From an optimization exercise on the open Yosys and OpenROAD flow, aimed at a short achievable clock period and few clock cycles; shortcuts taken in it are not production practice.
Only simulation tests tie the RTL to the original design; equivalence was not proved.
Power figures rest on the tool's default switching activity, not on a simulated workload.

==> design/flow/design.v <==
`timescale 1ns/1ps
module risc8_core (
	input logic clk,
	input logic reset,
	output logic [16-1:0] pc,
	input logic [15:0] cdata,
	output logic [16-1:0] data_addr,
	output logic data_wen,
	output logic data_ren,
	input logic [8-1:0] data_read,
	output logic [8-1:0] data_write
);
	localparam int NB = 4;
	logic [15:0] fpc, fpc1;
	logic c_valid, c_pred;
	logic [NB-1:0] c_hv;
	logic [15:0] c_pc1, c_pc2;
	logic d_valid, d_pred, d_addrw;
	logic [NB-1:0] d_hv;
	logic [15:0] d_pc1, d_pc2;
	logic [15:0] ir;
	logic e_valid, e_pred;
	logic e_res, e_flw;
	logic [NB-1:0] e_hv;
	logic [15:0] e_pc1, e_pc2, e_target, e_target1;
	logic e_isbr, e_isjmp, e_skipcls, e_brset, e_back;
	logic [2:0] e_brbit;
	logic [1:0] e_k;
	logic [7:0] e_a, e_b;
	logic e_we;
	logic [4:0] e_rd;
	logic e_arith, e_sub, e_usec, e_zkeep;
	logic e_and, e_or, e_eor, e_movb, e_swap, e_shift;
	logic [1:0] e_sht;  
	logic e_fl_arith, e_fl_logic, e_fl_shift;
	logic ld1, ld2;
	logic [4:0] ld1_rd, ld2_rd;
	logic [7:0] regs [32];
	logic [7:0] sreg;
	logic [NB-1:0] bv;
	logic [15:0] btag1 [NB];
	logic [15:0] btgt [NB];
	logic [15:0] btgt1 [NB];
	logic [1:0] brr;
	logic [3:0] bcnt [NB];
	logic [NB-1:0] bloop;
	logic [3:0] trip;
	logic trip_v;
	logic rst_q;
	assign pc = fpc;
	logic [7:0] bx;
	logic cin, ci;
	logic [8:0] s9;
	logic [4:0] n5;
	logic [7:0] e_result;
	logic [7:0] e_sreg;
	logic fc, fh, fv, fz, fn;
	always_comb begin
		cin = e_usec & sreg[0];
		bx = e_sub ? ~e_b : e_b;
		ci = e_sub ? ~cin : cin;
		s9 = {1'b0, e_a} + {1'b0, bx} + {8'd0, ci};
		n5 = {1'b0, e_a[3:0]} + {1'b0, bx[3:0]} + {4'd0, ci};
		e_result = e_b;
		if (e_arith)
			e_result = s9[7:0];
		else if (e_and)
			e_result = e_a & e_b;
		else if (e_or)
			e_result = e_a | e_b;
		else if (e_eor)
			e_result = e_a ^ e_b;
		else if (e_swap)
			e_result = {e_a[3:0], e_a[7:4]};
		else if (e_shift)
			e_result = {(e_sht == 2'd0) ? e_a[7] : (e_sht == 2'd2) ? sreg[0] : 1'b0, e_a[7:1]};
	end
	always_comb begin
		fn = e_result[7];
		fz = (e_result == 8'h00) & (~e_zkeep | sreg[1]);
		fc = s9[8] ^ e_sub;
		fh = n5[4] ^ e_sub;
		fv = (e_a[7] == bx[7]) & (s9[7] != e_a[7]);
		e_sreg = sreg;
		if (e_fl_arith) begin
			e_sreg[0] = fc;
			e_sreg[5] = fh;
			e_sreg[3] = fv;
			e_sreg[1] = fz;
			e_sreg[2] = fn;
			e_sreg[4] = fn ^ fv;
		end else if (e_fl_logic) begin
			e_sreg[3] = 1'b0;
			e_sreg[1] = fz;
			e_sreg[2] = fn;
			e_sreg[4] = fn;
		end else if (e_fl_shift) begin
			e_sreg[0] = e_a[0];
			e_sreg[3] = fn ^ e_a[0];
			e_sreg[1] = fz;
			e_sreg[2] = fn;
			e_sreg[4] = e_a[0];
		end
	end
	logic e_taken;
	logic e_skip;
	logic e_redirect;
	logic [15:0] e_redirect_pc, e_redirect_pc1;
	logic annul_d, annul_c, annul_f;
	logic skip_ok;
	assign e_taken = e_isjmp | (e_isbr & (sreg[e_brbit] == e_brset));
	always_comb begin
		case (e_k)
		2'd0: skip_ok = 1'b1;
		2'd1: skip_ok = d_valid & c_valid & ~e_pred & ~d_pred;
		default: skip_ok = d_valid & c_valid & ~e_pred & ~d_pred & ~c_pred;
		endcase
	end
	assign e_skip = e_valid & ~e_res & e_isbr & e_skipcls & e_taken & ~e_pred & skip_ok;
	assign e_redirect = e_valid & ~e_res & ~e_skip & (e_taken != e_pred);
	assign e_redirect_pc = e_taken ? e_target : e_pc1;
	assign e_redirect_pc1 = e_taken ? e_target1 : e_pc2;
	assign annul_d = e_skip & (e_k != 2'd0);
	assign annul_c = e_skip & e_k[1];
	assign annul_f = e_skip & (e_k == 2'd3);
	logic [3:0] hi4;
	logic [5:0] hi6;
	logic one;
	logic i_cpc, i_sbc, i_add, i_cp, i_sub, i_adc, i_and, i_eor, i_or, i_mov;
	logic i_cpi, i_sbci, i_subi, i_ori, i_andi, i_ldi;
	logic i_com, i_neg, i_swap, i_inc, i_asr, i_lsr, i_ror, i_dec;
	logic i_lds, i_sts, i_rjmp, i_br;
	logic imm_form;
	logic [4:0] sel_a, sel_b;
	logic [7:0] kval;
	always_comb begin
		hi4 = ir[15:12];
		hi6 = ir[15:10];
		one = (ir[15:9] == 7'b1001010) & ~d_addrw;
		i_cpc = (hi6 == 6'b000001) & ~d_addrw;
		i_sbc = (hi6 == 6'b000010) & ~d_addrw;
		i_add = (hi6 == 6'b000011) & ~d_addrw;
		i_cp  = (hi6 == 6'b000101) & ~d_addrw;
		i_sub = (hi6 == 6'b000110) & ~d_addrw;
		i_adc = (hi6 == 6'b000111) & ~d_addrw;
		i_and = (hi6 == 6'b001000) & ~d_addrw;
		i_eor = (hi6 == 6'b001001) & ~d_addrw;
		i_or  = (hi6 == 6'b001010) & ~d_addrw;
		i_mov = (hi6 == 6'b001011) & ~d_addrw;
		i_cpi  = (hi4 == 4'h3) & ~d_addrw;
		i_sbci = (hi4 == 4'h4) & ~d_addrw;
		i_subi = (hi4 == 4'h5) & ~d_addrw;
		i_ori  = (hi4 == 4'h6) & ~d_addrw;
		i_andi = (hi4 == 4'h7) & ~d_addrw;
		i_ldi  = (hi4 == 4'he) & ~d_addrw;
		i_com  = one & (ir[3:0] == 4'h0);
		i_neg  = one & (ir[3:0] == 4'h1);
		i_swap = one & (ir[3:0] == 4'h2);
		i_inc  = one & (ir[3:0] == 4'h3);
		i_asr  = one & (ir[3:0] == 4'h5);
		i_lsr  = one & (ir[3:0] == 4'h6);
		i_ror  = one & (ir[3:0] == 4'h7);
		i_dec  = one & (ir[3:0] == 4'ha);
		i_lds = (ir[15:9] == 7'b1001000) & (ir[3:0] == 4'h0) & ~d_addrw;
		i_sts = (ir[15:9] == 7'b1001001) & (ir[3:0] == 4'h0) & ~d_addrw;
		i_rjmp = (hi4 == 4'hc) & ~d_addrw;
		i_br = (ir[15:11] == 5'b11110) & ~d_addrw;
		imm_form = (hi4 == 4'h3) | (hi4 == 4'h4) | (hi4 == 4'h5) | (hi4 == 4'h6)
			| (hi4 == 4'h7) | (hi4 == 4'he);
		sel_a = imm_form ? {1'b1, ir[7:4]} : ir[8:4];
		sel_b = {ir[9], ir[3:0]};
		kval = {ir[11:8], ir[3:0]};
	end
	logic [7:0] rf_a, rf_b, val_a, val_b;
	logic fwd_ea, fwd_eb, fwd_la, fwd_lb;
	assign rf_a = regs[sel_a];
	assign rf_b = regs[sel_b];
	assign fwd_ea = e_valid & e_we & (e_rd == sel_a);
	assign fwd_eb = e_valid & e_we & (e_rd == sel_b);
	assign fwd_la = ld2 & (ld2_rd == sel_a);
	assign fwd_lb = ld2 & (ld2_rd == sel_b);
	assign val_a = fwd_ea ? e_result : fwd_la ? data_read : rf_a;
	assign val_b = fwd_eb ? e_result : fwd_lb ? data_read : rf_b;
	logic [15:0] d_target, d_target1;
	logic [15:0] d_tbr, d_tbr1, d_tj, d_tj1;
	function automatic logic [15:0] add_br(input logic [15:0] p, input logic [6:0] k);
		logic [7:0] lo;
		logic [8:0] hi, hi_p, hi_m;
		lo = {1'b0, p[6:0]} + {1'b0, k};
		hi = p[15:7];
		hi_p = p[15:7] + 9'd1;
		hi_m = p[15:7] - 9'd1;
		add_br = {k[6] ? (lo[7] ? hi : hi_m) : (lo[7] ? hi_p : hi), lo[6:0]};
	endfunction
	function automatic logic [15:0] add_j(input logic [15:0] p, input logic [11:0] k);
		logic [12:0] lo;
		logic [3:0] hi, hi_p, hi_m;
		lo = {1'b0, p[11:0]} + {1'b0, k};
		hi = p[15:12];
		hi_p = p[15:12] + 4'd1;
		hi_m = p[15:12] - 4'd1;
		add_j = {k[11] ? (lo[12] ? hi : hi_m) : (lo[12] ? hi_p : hi), lo[11:0]};
	endfunction
	logic d_back;
	logic d_skipcls;
	assign d_tbr = add_br(d_pc1, ir[9:3]);
	assign d_tbr1 = add_br(d_pc2, ir[9:3]);
	assign d_tj = add_j(d_pc1, ir[11:0]);
	assign d_tj1 = add_j(d_pc2, ir[11:0]);
	assign d_target = ({16{i_rjmp}} & d_tj) | ({16{~i_rjmp}} & d_tbr);
	assign d_target1 = ({16{i_rjmp}} & d_tj1) | ({16{~i_rjmp}} & d_tbr1);
	assign d_back = ir[9];
	assign d_skipcls = ~ir[9] & (ir[8:5] == 4'd0);
	logic d_res, d_taken, d_live;
	logic d_redirect, d_static, d_fix, d_annul_c;
	logic [15:0] d_redirect_pc, d_redirect_pc1;
	assign d_live = d_valid & ~e_redirect & ~annul_d;
	assign d_res = i_br & ~(e_valid & e_flw);
	assign d_taken = sreg[ir[2:0]] == ~ir[10];
	assign d_static = ~d_res & ~d_pred & (d_hv == '0) & (i_rjmp | (i_br & d_back));
	always_comb begin
		d_fix = 1'b0;
		d_annul_c = 1'b0;
		if (d_res) begin
			if (d_skipcls) begin
				if (d_taken & (ir[4:3] == 2'd1) & c_valid & ~d_pred & ~c_pred)
					d_annul_c = 1'b1;
				else if (d_taken & (ir[4:3] != 2'd0))
					d_fix = 1'b1;
				else
					d_fix = d_pred;
			end else
				d_fix = d_taken != d_pred;
		end
	end
	assign d_redirect = d_live & (d_static | d_fix);
	assign d_redirect_pc = (d_res & ~d_taken) ? d_pc1 : d_target;
	assign d_redirect_pc1 = (d_res & ~d_taken) ? d_pc2 : d_target1;
	logic [NB-1:0] hv, hvt;
	logic btb_hit;
	logic [15:0] btb_target, btb_target1;
	always_comb begin
		btb_target = 16'h0000;
		btb_target1 = 16'h0000;
		for (int i = 0; i < NB; i++) begin
			hv[i] = bv[i] & (btag1[i] == fpc1);
			hvt[i] = hv[i] & ~(bloop[i] & trip_v & (bcnt[i] == trip));
			btb_target = btb_target | (hvt[i] ? btgt[i] : 16'h0000);
			btb_target1 = btb_target1 | (hvt[i] ? btgt1[i] : 16'h0000);
		end
		btb_hit = |hvt;
	end
	logic [15:0] fpc_next, fpc1_next, fpc2;
	logic f_pred;
	assign fpc2 = fpc1 + 16'd1;
	always_comb begin
		f_pred = 1'b0;
		if (e_redirect) begin
			fpc_next = e_redirect_pc;
			fpc1_next = e_redirect_pc1;
		end else if (d_redirect) begin
			fpc_next = d_redirect_pc;
			fpc1_next = d_redirect_pc1;
		end else if (btb_hit & ~annul_f) begin
			fpc_next = btb_target;
			fpc1_next = btb_target1;
			f_pred = 1'b1;
		end else begin
			fpc_next = fpc1;
			fpc1_next = fpc2;
		end
	end
	logic c_addrw;
	assign c_addrw = d_valid & (i_lds | i_sts) & ~e_redirect & ~annul_d;
	always_ff @(posedge clk) begin
		if (reset) begin
			fpc <= 16'h0000;
			fpc1 <= 16'h0000 + 16'd1;
			c_valid <= 1'b0;
			c_pred <= 1'b0;
			d_valid <= 1'b0;
			d_pred <= 1'b0;
			d_addrw <= 1'b0;
			e_valid <= 1'b0;
			e_pred <= 1'b0;
			e_res <= 1'b0;
			ld1 <= 1'b0;
			ld2 <= 1'b0;
			data_wen <= 1'b0;
			data_ren <= 1'b0;
			bv <= '0;
			brr <= 2'd0;
			trip_v <= 1'b0;
		end else begin
			fpc <= fpc_next;
			fpc1 <= fpc1_next;
			c_valid <= ~e_redirect & ~d_redirect & ~annul_f;
			c_pred <= f_pred;
			c_hv <= hv;
			ir <= cdata;
			d_valid <= c_valid & ~e_redirect & ~d_redirect & ~annul_c & ~(d_live & d_annul_c);
			d_pred <= c_pred;
			d_hv <= c_hv;
			d_addrw <= c_addrw;
			data_ren <= c_addrw & i_lds;
			data_wen <= c_addrw & i_sts;
			e_valid <= d_valid & ~e_redirect & ~annul_d;
			e_pred <= d_pred | d_redirect;
			e_res <= d_res;
			e_hv <= d_hv;
			ld1 <= c_addrw & i_lds;
			ld2 <= ld1;
			if (e_valid & (e_isbr | e_isjmp) & ~e_skipcls) begin
				if (e_taken & (e_hv == '0)) begin
					bv[brr] <= 1'b1;
					brr <= brr + 2'd1;
				end else if (~e_taken) begin
					bv <= bv & ~(e_hv & ~bloop);
					if ((e_hv & bloop) != '0) begin
						trip <= e_hcnt;
						trip_v <= (e_hcnt != 4'd15);
					end
				end
			end
		end
	end
	always_ff @(posedge clk) begin
		data_addr <= cdata;
		data_write <= val_a;
		ld1_rd <= ir[8:4];
		ld2_rd <= ld1_rd;
		c_pc1 <= fpc1;
		c_pc2 <= fpc2;
		d_pc1 <= c_pc1;
		d_pc2 <= c_pc2;
		e_pc1 <= d_pc1;
		e_pc2 <= d_pc2;
		e_target <= d_target;
		e_target1 <= d_target1;
		e_isbr <= i_br;
		e_isjmp <= i_rjmp;
		e_back <= d_back;
		e_skipcls <= i_br & d_skipcls;
		e_brset <= ~ir[10];
		e_brbit <= ir[2:0];
		e_k <= ir[4:3];
		e_a <= i_neg ? 8'h00 : val_a;
		e_b <= (i_inc | i_dec) ? 8'h01 : i_com ? 8'hff
			: (i_cpi | i_sbci | i_subi | i_ori | i_andi | i_ldi) ? kval
			: i_neg ? val_a : val_b;
		e_rd <= sel_a;
		e_we <= i_sbc | i_add | i_sub | i_adc | i_and | i_eor | i_or | i_mov
			| i_sbci | i_subi | i_ori | i_andi | i_ldi
			| i_com | i_neg | i_swap | i_inc | i_asr | i_lsr | i_ror | i_dec;
		e_arith <= i_cpc | i_sbc | i_add | i_cp | i_sub | i_adc | i_cpi | i_sbci | i_subi
			| i_neg | i_inc | i_dec;
		e_sub <= i_cpc | i_sbc | i_cp | i_sub | i_cpi | i_sbci | i_subi | i_neg | i_dec;
		e_usec <= i_cpc | i_sbc | i_adc | i_sbci;
		e_zkeep <= i_cpc | i_sbc | i_sbci;
		e_and <= i_and | i_andi;
		e_or <= i_or | i_ori;
		e_eor <= i_eor | i_com;
		e_movb <= i_mov | i_ldi;
		e_swap <= i_swap;
		e_shift <= i_asr | i_lsr | i_ror;
		e_sht <= i_asr ? 2'd0 : i_lsr ? 2'd1 : 2'd2;
		e_fl_arith <= i_cpc | i_sbc | i_add | i_cp | i_sub | i_adc | i_cpi | i_sbci | i_subi
			| i_neg | i_inc | i_dec;
		e_fl_logic <= i_and | i_eor | i_or | i_ori | i_andi | i_com;
		e_fl_shift <= i_asr | i_lsr | i_ror;
		e_flw <= i_cpc | i_sbc | i_add | i_cp | i_sub | i_adc | i_cpi | i_sbci | i_subi
			| i_neg | i_inc | i_dec | i_and | i_eor | i_or | i_ori | i_andi | i_com
			| i_asr | i_lsr | i_ror;
	end
	always_ff @(posedge clk) begin
		if (rst_q)
			sreg <= 8'h00;
		else if (e_valid)
			sreg <= e_sreg;
	end
	logic [3:0] e_hcnt;
	always_comb begin
		e_hcnt = 4'd0;
		for (int i = 0; i < NB; i++)
			e_hcnt = e_hcnt | (e_hv[i] ? bcnt[i] : 4'd0);
	end
	always_ff @(posedge clk) begin
		if (e_valid & (e_isbr | e_isjmp) & ~e_skipcls) begin
			if (e_taken & (e_hv == '0)) begin
				btag1[brr] <= e_pc1;
				btgt[brr] <= e_target;
				btgt1[brr] <= e_target1;
				bcnt[brr] <= 4'd1;
				bloop[brr] <= e_isbr & e_back;
			end else begin
				for (int i = 0; i < NB; i++)
					if (e_hv[i])
						bcnt[i] <= ~e_taken ? 4'd0 : (bcnt[i] == 4'd15) ? 4'd15 : bcnt[i] + 4'd1;
			end
		end
	end
	always_ff @(posedge clk)
		rst_q <= reset;
	always_ff @(posedge clk) begin
		if (rst_q) begin
			for (int i = 0; i < 32; i++)
				regs[i] <= 8'h00;
		end else begin
			if (e_valid & e_we)
				regs[e_rd] <= e_result;
			else if (ld2)
				regs[ld2_rd] <= data_read;
		end
	end
endmodule
==> design/flow/flow/run.sh <==
#!/bin/bash
set -euo pipefail
bash standard.sh SETUP_SLACK_MARGIN=7 finish > standard_flow.log 2>&1
==> design/flow/standard.sh <==
#!/bin/bash
# synth_recipe.tcl (not shown) runs the flow's synth.tcl, then flattens the netlist and writes it again
# the make line also repeats each setting of config.mk as NAME=value (left out here)
make -C /OpenROAD-flow-scripts/flow DESIGN_CONFIG=/design/flow/config.mk WORK_HOME=/design/flow/orfs CLKGATE_MAP_FILE= SYNTH_SCRIPT=/design/flow/synth_recipe.tcl "${@:-finish}"
==> design/flow/config.mk <==
export PLATFORM = sky130hd
export DESIGN_NAME = risc8_core
export DESIGN_NICKNAME = risc8_core
export VERILOG_FILES = /design/flow/design.v
export SDC_FILE = /design/flow/constraint.sdc
export NUM_CORES = 4
export LEC_CHECK = 0
export ABC_CLOCK_PERIOD_IN_PS = 3000
export CAP_MARGIN = 20
export CORE_MARGIN = 2
export CORE_UTILIZATION = 40
export SLEW_MARGIN = 20
==> design/flow/constraint.sdc <==
create_clock -name core_clock -period 10.0 [get_ports {clk}]
set_input_delay 2.0000 -clock core_clock [delete_from_list [all_inputs] [get_ports {clk}]]
set_output_delay 2.0000 -clock core_clock [all_outputs]
set_load 0.01 [all_outputs]
==> impl_metrics.env, run 1 <==
export IMPL_clk_latency_ns=0.66
export IMPL_coreArea_um2=89900
export IMPL_p_switching_mw=2.49
export IMPL_synth_edf_count=500
export IMPL_io_pins=68
export IMPL_fp_dieH_um=305
export IMPL_setup_violations_final=0
export IMPL_hold_path_class="reg -> reg"
export IMPL_clock_fmax_ghz=0.316
export IMPL_die_w_um=305
export IMPL_pwr_share_seq_pct=41.8
export IMPL_wl_mm=117
export IMPL_syn_num_nets=3063
export IMPL_synthFlopType="edfxtp_1"
export IMPL_finalMaxSlewViolations=0
export IMPL_netlist_area_leader_share_pct=41.5
export IMPL_reg2reg_slack_ns=6.85
export IMPL_fillCellCount=7676
export IMPL_dp_hpwl_mm=67.2
export IMPL_cts_root_buf="clkbuf_16"
export IMPL_grt_pass1_vias=25300
export IMPL_crit_fanout=2
export IMPL_clk_pin_slew_ns=0.06
export IMPL_timing_rr_start="sreg[0]"
export IMPL_synth_top_area_cell="edfxtp_1"
export IMPL_final_common_cell="edfxtp_1"
export IMPL_ir_drop_v=0.000125
export IMPL_hold_path_end="d_pc1[12]"
export IMPL_syn_cell_area_um2=36200
export IMPL_p_per_area_nw_per_um2=197
export IMPL_sw_frac_of_total_pct=28.3
export IMPL_min_delay_start="c_pc1[12]"
export IMPL_via_count=26300
export IMPL_crit_required_ns=8.00
export IMPL_hold_viol_final=0
export IMPL_p_comb_share_pct=20.4
export IMPL_grt_usage_pct=23.6
export IMPL_end_kind="output pin"
export IMPL_rsz0062_at_grt="yes"
export IMPL_period_minus_slack_ns=3.16
export IMPL_hold_depth=0
export IMPL_ys_seq_elements=764
export IMPL_gp_congestion=0.887
export IMPL_drc_errors=0
export IMPL_setup_tns_ns=0
export IMPL_critPathBufInv=1
export IMPL_overflow=0
export IMPL_r2r_end="regs[18][3]"
export IMPL_grt_start_max_net_pins=68
export IMPL_wl_per_cell_um=26.5
export IMPL_maxCapViolCount=0
export IMPL_drt_iter0_markers=2753
export IMPL_cts_htree_levels=3
export IMPL_status="finished clean"
export IMPL_ys_seq_area_share_pct=56.1
export IMPL_p_int_mw=6.30
export IMPL_cts_sinks=764
export IMPL_rows=110
export IMPL_cp_slowest_stage_delay_ns=0.40
export IMPL_fin_hold_ws_ns=0.321
export IMPL_tightest_slew_ns=1.08
export IMPL_die_area_um2=92900
export IMPL_critPathSlowestCell="dfxtp_4"
export IMPL_dr_pass1_iters=5
export IMPL_fin_cells=4399
export IMPL_antenna_left=0
export IMPL_reg2reg_depth=20
export IMPL_dpl_cell_count=4047
export IMPL_cp_cell_sequence="buf_6"
export IMPL_cts_buffers=83
export IMPL_clockPowerShare_pct=37.8
export IMPL_fin_worst_skew_ns=0.0298
export IMPL_start_util_pct=40.3
export IMPL_relSlewSlack_pct=27.7
export IMPL_vias_per_cell=5.97
export IMPL_syn2layout_area_growth_pct=23.5
export IMPL_crit_arrival_ns=1.16
export IMPL_grt_pass1_wl_mm=164
export IMPL_yosys_warnings=1
export IMPL_cts_hold_fix_buffers=0
export IMPL_cts_tree="yes"
export IMPL_final_cell_mix="edfxtp_1 (500), nor2_1 (352), dfxtp_1 (212), nand2_1 (165), mux4_2 (161)"
export IMPL_power_leakage_nw=16.0
export IMPL_synthArstFlopShare_pct=0
export IMPL_grt_antenna_before_repair=0
export IMPL_ys_top_cells_by_area="edfxtp_1 (41%), dfxtp_1 (15%), mux4_2 (10%)"
export IMPL_synth_distinct_cells=93
export IMPL_drive_above_1_share_pct=28.4
export IMPL_nets=3264
export IMPL_start_kind="register"
export IMPL_cts_max_path_buffers=3
export IMPL_netlist_instances=2952
export IMPL_post_route_period_util_pct=31.6
export IMPL_synth_avg_cell_area_um2=12.3
export IMPL_n_antenna_cell=0
export IMPL_numPortBuffers=67
export IMPL_cp_top_family="flip-flops"
export IMPL_crit_type="reg -> out"
registers in the layout (all words and copies together) (netlist names), 64 cells and up, named ones only:
signal / flops
btag1: 64
regs: 256
btgt: 64
btgt1: 64
repair_timing:
| action | in CTS | in global routing |
|---|---|---|
| pin swaps | 45 | 71 |
| setup endpoints to repair | 891 | 757 |
| gates cloned | 21 | 15 |
| buffers inserted | 98 | 63 |
| gates resized for setup | 477 | 213 |
synthesized netlist by cell type, types with 25 or more instances:
cell type / count
nand2_1: 214
buf_2: 66
nor2_1: 399
nor3_1: 40
mux2i_1: 74
xor2_1: 78
nand4_1: 25
inv_1: 83
a22oi_1: 54
nor2b_1: 25
xnor2_1: 102
dfxtp_1: 264
clkbuf_1: 103
mux2_2: 28
o21ai_0: 99
ha_1: 79
edfxtp_1: 500
nand3_1: 60
mux4_2: 161
a211oi_1: 42
a21oi_1: 99
metrics by stage:
| stage | cell area (µm²) | util [%] | power, mW | worst slack, ns |
|---|---|---|---|---|
| after floorplan | 36300 | - | 4.51 | 6.81 |
| after global placement | 38000 | 42.3 | 4.91 | 5.49 |
| after detailed placement | 38000 | 42.3 | 4.94 | 5.37 |
| after CTS | 43100 | 48.0 | 8.56 | 6.80 |
| after global routing | 44700 | 49.8 | 9.05 | 6.73 |
| final | 44700 | 49.8 | 8.79 | 6.84 |
worst max-delay path by stage:
stage               cells after the start  startpoint  slack [ns]          end
detailed placement                      6       reset        5.37     fpc1[12]
global route                           16     sreg[0]        6.73   regs[7][6]
CTS                                    16     sreg[0]        6.80  regs[21][6]
floorplan                               5       reset        6.81     fpc1[12]
global placement                        6       reset        5.49     fpc1[12]
finish                                  1    data_ren        6.84     data_ren
power groups by stage:
| stage | logic, mW | registers, mW | clock network [mW] |
|---|---|---|---|
| final | 1.79 | 3.68 | 3.32 |
| after global routing | 1.87 | 3.69 | 3.48 |
| after CTS | 1.54 | 3.67 | 3.35 |
| after detailed placement | 1.19 | 3.75 | 0 |
| after global placement | 1.17 | 3.74 | 0 |
| after floorplan | 0.844 | 3.67 | 0 |
metal layers:
metal | vias to the layer above | GRT usage (%) | share of wire [%]
li1 | 11400 | - | -
met1 | 13200 | 30.8 | 39
met2 | 1367 | 38.5 | 47
met3 | 289 | 4.54 | 9.3
met4 | 0 | 9.89 | 4.8
met5 | - | 0 | 0
cell families after synthesis:
kind of cell,after synthesis,share of synthesized area (%)
xor gates and xnor gates,180,4.35
and+or+nand+nor,894,11.2
muxes,264,13.0
buffers and inverters,279,3.27
DFF,764,56.1
AOI/OAI and AO/OA,486,9.11
adders and majority gates,85,3.06
cell type report:
cell class              instances  area [µm²]  share of cell area (%)
repair buffers                298        3410                    7.62
repair inverters                2        16.3                  0.0364
clock inverters                40         529                    1.18
clock buffers                 115        2420                    5.42
well taps                    1176        1470                    3.29
multi-input cells            1916       16100                    36.0
inverters                      88         369                   0.825
flip-flops and latches        764       20400                    45.6
Testbench counts, summed over its fixed seeds: cycles 22,702.
==> run 2: changes to the inputs <==
--- a/design/flow/design.v
+++ b/design/flow/design.v
@@ -44,6 +44,7 @@
 	logic [1:0] brr;
 	logic [3:0] bcnt [NB];
 	logic [NB-1:0] bloop;
+	logic [NB-1:0] btk;
 	logic [3:0] trip;
 	logic trip_v;
 	logic rst_q;
@@ -109,6 +110,8 @@
 	logic annul_d, annul_c, annul_f;
 	logic skip_ok;
 	assign e_taken = e_isjmp | (e_isbr & (sreg[e_brbit] == e_brset));
+	logic e_elig;
+	assign e_elig = ~e_skipcls | (e_res & e_k[1]);
 	always_comb begin
 		case (e_k)
 		2'd0: skip_ok = 1'b1;
@@ -222,7 +225,7 @@
 		d_fix = 1'b0;
 		d_annul_c = 1'b0;
 		if (d_res) begin
-			if (d_skipcls) begin
+			if (d_skipcls & ~d_pred) begin
 				if (d_taken & (ir[4:3] == 2'd1) & c_valid & ~d_pred & ~c_pred)
 					d_annul_c = 1'b1;
 				else if (d_taken & (ir[4:3] != 2'd0))
@@ -244,7 +247,7 @@
 		btb_target1 = 16'h0000;
 		for (int i = 0; i < NB; i++) begin
 			hv[i] = bv[i] & (btag1[i] == fpc1);
-			hvt[i] = hv[i] & ~(bloop[i] & trip_v & (bcnt[i] == trip));
+			hvt[i] = hv[i] & (bloop[i] ? ~(trip_v & (bcnt[i] == trip)) : btk[i]);
 			btb_target = btb_target | (hvt[i] ? btgt[i] : 16'h0000);
 			btb_target1 = btb_target1 | (hvt[i] ? btgt1[i] : 16'h0000);
 		end
@@ -310,12 +313,11 @@
 			e_hv <= d_hv;
 			ld1 <= c_addrw & i_lds;
 			ld2 <= ld1;
-			if (e_valid & (e_isbr | e_isjmp) & ~e_skipcls) begin
-				if (e_taken & (e_hv == '0)) begin
+			if (e_valid & (e_isbr | e_isjmp)) begin
+				if (e_taken & (e_hv == '0) & e_elig) begin
 					bv[brr] <= 1'b1;
 					brr <= brr + 2'd1;
 				end else if (~e_taken) begin
-					bv <= bv & ~(e_hv & ~bloop);
 					if ((e_hv & bloop) != '0) begin
 						trip <= e_hcnt;
 						trip_v <= (e_hcnt != 4'd15);
@@ -385,8 +387,9 @@
 			e_hcnt = e_hcnt | (e_hv[i] ? bcnt[i] : 4'd0);
 	end
 	always_ff @(posedge clk) begin
-		if (e_valid & (e_isbr | e_isjmp) & ~e_skipcls) begin
-			if (e_taken & (e_hv == '0)) begin
+		if (e_valid & (e_isbr | e_isjmp)) begin
+			if (e_taken & (e_hv == '0) & e_elig) begin
+				btk[brr] <= 1'b1;
 				btag1[brr] <= e_pc1;
 				btgt[brr] <= e_target;
 				btgt1[brr] <= e_target1;
@@ -394,8 +397,10 @@
 				bloop[brr] <= e_isbr & e_back;
 			end else begin
 				for (int i = 0; i < NB; i++)
-					if (e_hv[i])
+					if (e_hv[i]) begin
 						bcnt[i] <= ~e_taken ? 4'd0 : (bcnt[i] == 4'd15) ? 4'd15 : bcnt[i] + 4'd1;
+						btk[i] <= e_taken;
+					end
 			end
 		end
 	end
==> impl_metrics.env, run 2 <==
export IMPL_status="finished clean"
export IMPL_min_delay_start="c_pc2[9]"
export IMPL_timing_rr_start="trip[0]"
export IMPL_netlist_area_leader_share_pct=40.7
export IMPL_fin_hold_ws_ns=0.324
export IMPL_cts_hold_fix_buffers=0
export IMPL_critPathBufInv=1
export IMPL_yosys_top_cells_count="edfxtp_1 (504), nor2_1 (378), dfxtp_1 (264)"
export IMPL_drt_iter0_markers=2724
export IMPL_cts_htree_levels=3
export IMPL_crit_required_ns=8.00
export IMPL_cts_root_buf="clkbuf_16"
export IMPL_cp_top_family="flip-flops"
export IMPL_wl_per_cell_um=25.6
export IMPL_ys_top_cells_by_area="edfxtp_1 (41%), dfxtp_1 (14%), mux4_2 (9.0%)"
export IMPL_yosys_warnings=1
export IMPL_start_kind="register"
export IMPL_multi_input_area_um2=17400
export IMPL_rows=111
export IMPL_grt_antenna_before_repair=5
export IMPL_synth_top_area_cell="edfxtp_1"
export IMPL_final_cell_mix="edfxtp_1 (504), nor2_1 (327), dfxtp_1 (218), nand2_1 (212), mux4_2 (149)"
export IMPL_overflow=0
export IMPL_ys_seq_elements=768
export IMPL_largest_reg_flops=256
export IMPL_die_area_um2=95300
export IMPL_syn_cell_area_um2=37100
export IMPL_post_route_period_util_pct=31.7
export IMPL_crit_fanout=2
export IMPL_rsz0062_at_grt="yes"
export IMPL_dpl_cell_count=4283
export IMPL_synth_distinct_cells=92
export IMPL_die_w_um=309
export IMPL_fp_dieH_um=309
export IMPL_yosysMostFrequentCell="edfxtp_1"
export IMPL_grt_start_max_net_pins=62
export IMPL_grt_pass1_wl_mm=171
export IMPL_cp_slowest_stage_delay_ns=0.39
export IMPL_setup_slack_ns=6.83
export IMPL_grt_usage_pct=24.2
export IMPL_grt_pass1_vias=26000
export IMPL_syn_num_nets=3215
export IMPL_cts_buffers=84
export IMPL_numPortBuffers=67
export IMPL_crit_type="reg -> out"
export IMPL_antenna_left=0
export IMPL_clock_fmax_ghz=0.316
export IMPL_worstSetupStartpoint="data_ren"
export IMPL_tightest_slew_ns=0.867
export IMPL_io_pins=68
export IMPL_synthArstFlopShare_pct=0
export IMPL_final_common_cell="edfxtp_1"
export IMPL_cts_sinks=768
export IMPL_p_per_area_nw_per_um2=182
export IMPL_fin_worst_skew_ns=0.0293
export IMPL_setup_tns_ns=0
export IMPL_power_leakage_nw=16.7
export IMPL_gp_congestion=0.933
export IMPL_drc_errors=0
export IMPL_cp_cell_sequence="buf_6"
export IMPL_ys_seq_area_share_pct=55.0
export IMPL_netlist_instances=3104
export IMPL_cts_max_path_buffers=3
export IMPL_cts_tree="yes"
export IMPL_synthFlopType="edfxtp_1"
export IMPL_regMostFlops="regs"
export IMPL_fin_cells=4625
export IMPL_final_core_util_pct=50.0
export IMPL_synth_edf_count=504
export IMPL_wl_mm=118
export IMPL_drive_above_1_share_pct=27.8
export IMPL_via_count=27100
export IMPL_n_antenna_cell=0
export IMPL_finalMaxSlewViolations=0
export IMPL_synth_avg_cell_area_um2=12.0
export IMPL_pre_cts_slack_ns=5.81
export IMPL_hold_path_class="reg -> reg"
export IMPL_dp_hpwl_mm=74.3
export IMPL_relSlewSlack_pct=42.2
export IMPL_clk_latency_ns=0.66
export IMPL_period_minus_slack_ns=3.17
export IMPL_hold_viol_final=0
export IMPL_clk_pin_slew_ns=0.06
export IMPL_maxCapViolCount=0
export IMPL_nets=3422
export IMPL_end_kind="output pin"
export IMPL_seqCellArea_um2=20500
export IMPL_crit_arrival_ns=1.17
export IMPL_coreArea_um2=91800
export IMPL_setup_violations_final=0
export IMPL_vias_per_cell=5.86
export IMPL_ir_drop_v=0.000134
export IMPL_dr_pass1_iters=6
export IMPL_critPathSlowestCell="dfxtp_4"
export IMPL_syn2layout_area_growth_pct=23.7
export IMPL_fillCellCount=7980
export IMPL_start_util_pct=40.5
run 2: cell types whose count changed in the layout (fill, tap and decap cells not counted), moves of 13 or more:
cell	before	now
nand2_1	165	212
nand4_1	25	53
a22oi_1	54	69
dfxtp_4	19	6
nand2b_1	12	36
inv_1	77	64
nand2_2	45	7
nand2b_2	1	24
nand3_1	57	70
and2_1	9	26
nor2_1	352	327
a211oi_1	33	9
run 2: report_power, final:
group	switching, mW	total (mW)	internal (mW)
combinational	0.868	1.51	0.640
clock	1.33	3.17	1.84
sequential	0.158	3.70	3.54
run 2: final cells by class:
| class | instances | share of cell area [%] |
|---|---|---|
| Clock buffer | 125 | 5.52 |
| Clock inverter | 32 | 0.610 |
| Inverter | 72 | 0.607 |
| Multi-Input combinational cell | 2079 | 37.9 |
| Sequential cell | 768 | 44.6 |
| Tap cell | 1243 | 3.39 |
| Timing Repair Buffer | 306 | 7.39 |
run 2: stage by stage:
stage / area (µm²) / total power [mW]
after CTS: 44200 / 8.23
after global placement: 39100 / 4.91
after detailed placement: 39100 / 4.92
final: 45900 / 8.38
after floorplan: 37200 / 4.49
after global routing: 45900 / 8.64
run 2: per-layer routing:
layer	wire, µm	up-vias	global-route usage (%)
met3	8990	249	3.73
li1	-	12100	-
met4	5430	2	10.8
met5	10	-	0
met1	47300	13600	32.0
met2	56700	1205	39.5
run 2: path summary, 6_finish.rpt:
kind              cells past startpoint  slack (ns)       end
setup reg to reg                     10        6.90   fpc1[4]
setup / recovery                      1        6.83  data_ren
hold / removal                        0        0.32  d_pc2[9]
hold reg to reg                       0        0.32  d_pc2[9]
run 2: logic make-up (layout without fill, tap and decap cells):
| logic type | count (synthesis) | count (layout) | share of synthesized area, % |
|---|---|---|---|
| AND/OR/NAND/NOR | 1051 | 1051 | 13.8 |
| flip-flops | 768 | 768 | 55.0 |
| AO/OA/AOI/OAI | 512 | 514 | 9.38 |
| buffers and inverters | 260 | 535 | 2.80 |
| multiplexers | 252 | 253 | 11.9 |
| XOR/XNOR | 176 | 176 | 4.15 |
| adder cells (fa/ha/maj) | 85 | 85 | 2.98 |
run 2: repair_timing:
action,in CTS,in global routing
endpoints found under the setup margin,848,652
pin swaps,56,70
gates resized for setup,451,281
buffers inserted,118,45
cloned,12,10
Testbench counts of run 2, summed over its fixed seeds: cycles 22,274.

afterwards: timing with drivers on the ports:
How much do the figures lean on ideal ports? The routed layouts below were timed once more, with nothing changed but the port constraints. Step 1 sets driving cells, clkbuf_16 on the clock port and buf_2 on the other inputs (assumed; they add their load-dependent delay and slew). Step 2 times the ports against the registers' clock, not the clock port: input delays grow and output delays shrink by t, the midpoint of the rising clock arrivals with the driver on. a / b / c = no drivers / after step 1 / after step 2; a / b = the first two.
run	t, ns	setup WS [ns]	clock arrival spread, ns	worst register clock-pin slew, ns	worst data-port slew with drivers (ns)
run 1	0.713	6.838 / 6.767 / 6.399	0.034 / 0.034	0.07 / 0.07	0.04
run 2	0.721	6.835 / 6.761 / 6.352	0.031 / 0.032	0.07 / 0.07	0.04
After both steps setup and hold are still met in every run listed. For run 2, which loses most, drivers alone change the setup slack by -0.074 ns; drivers and shift together by -0.483 ns.
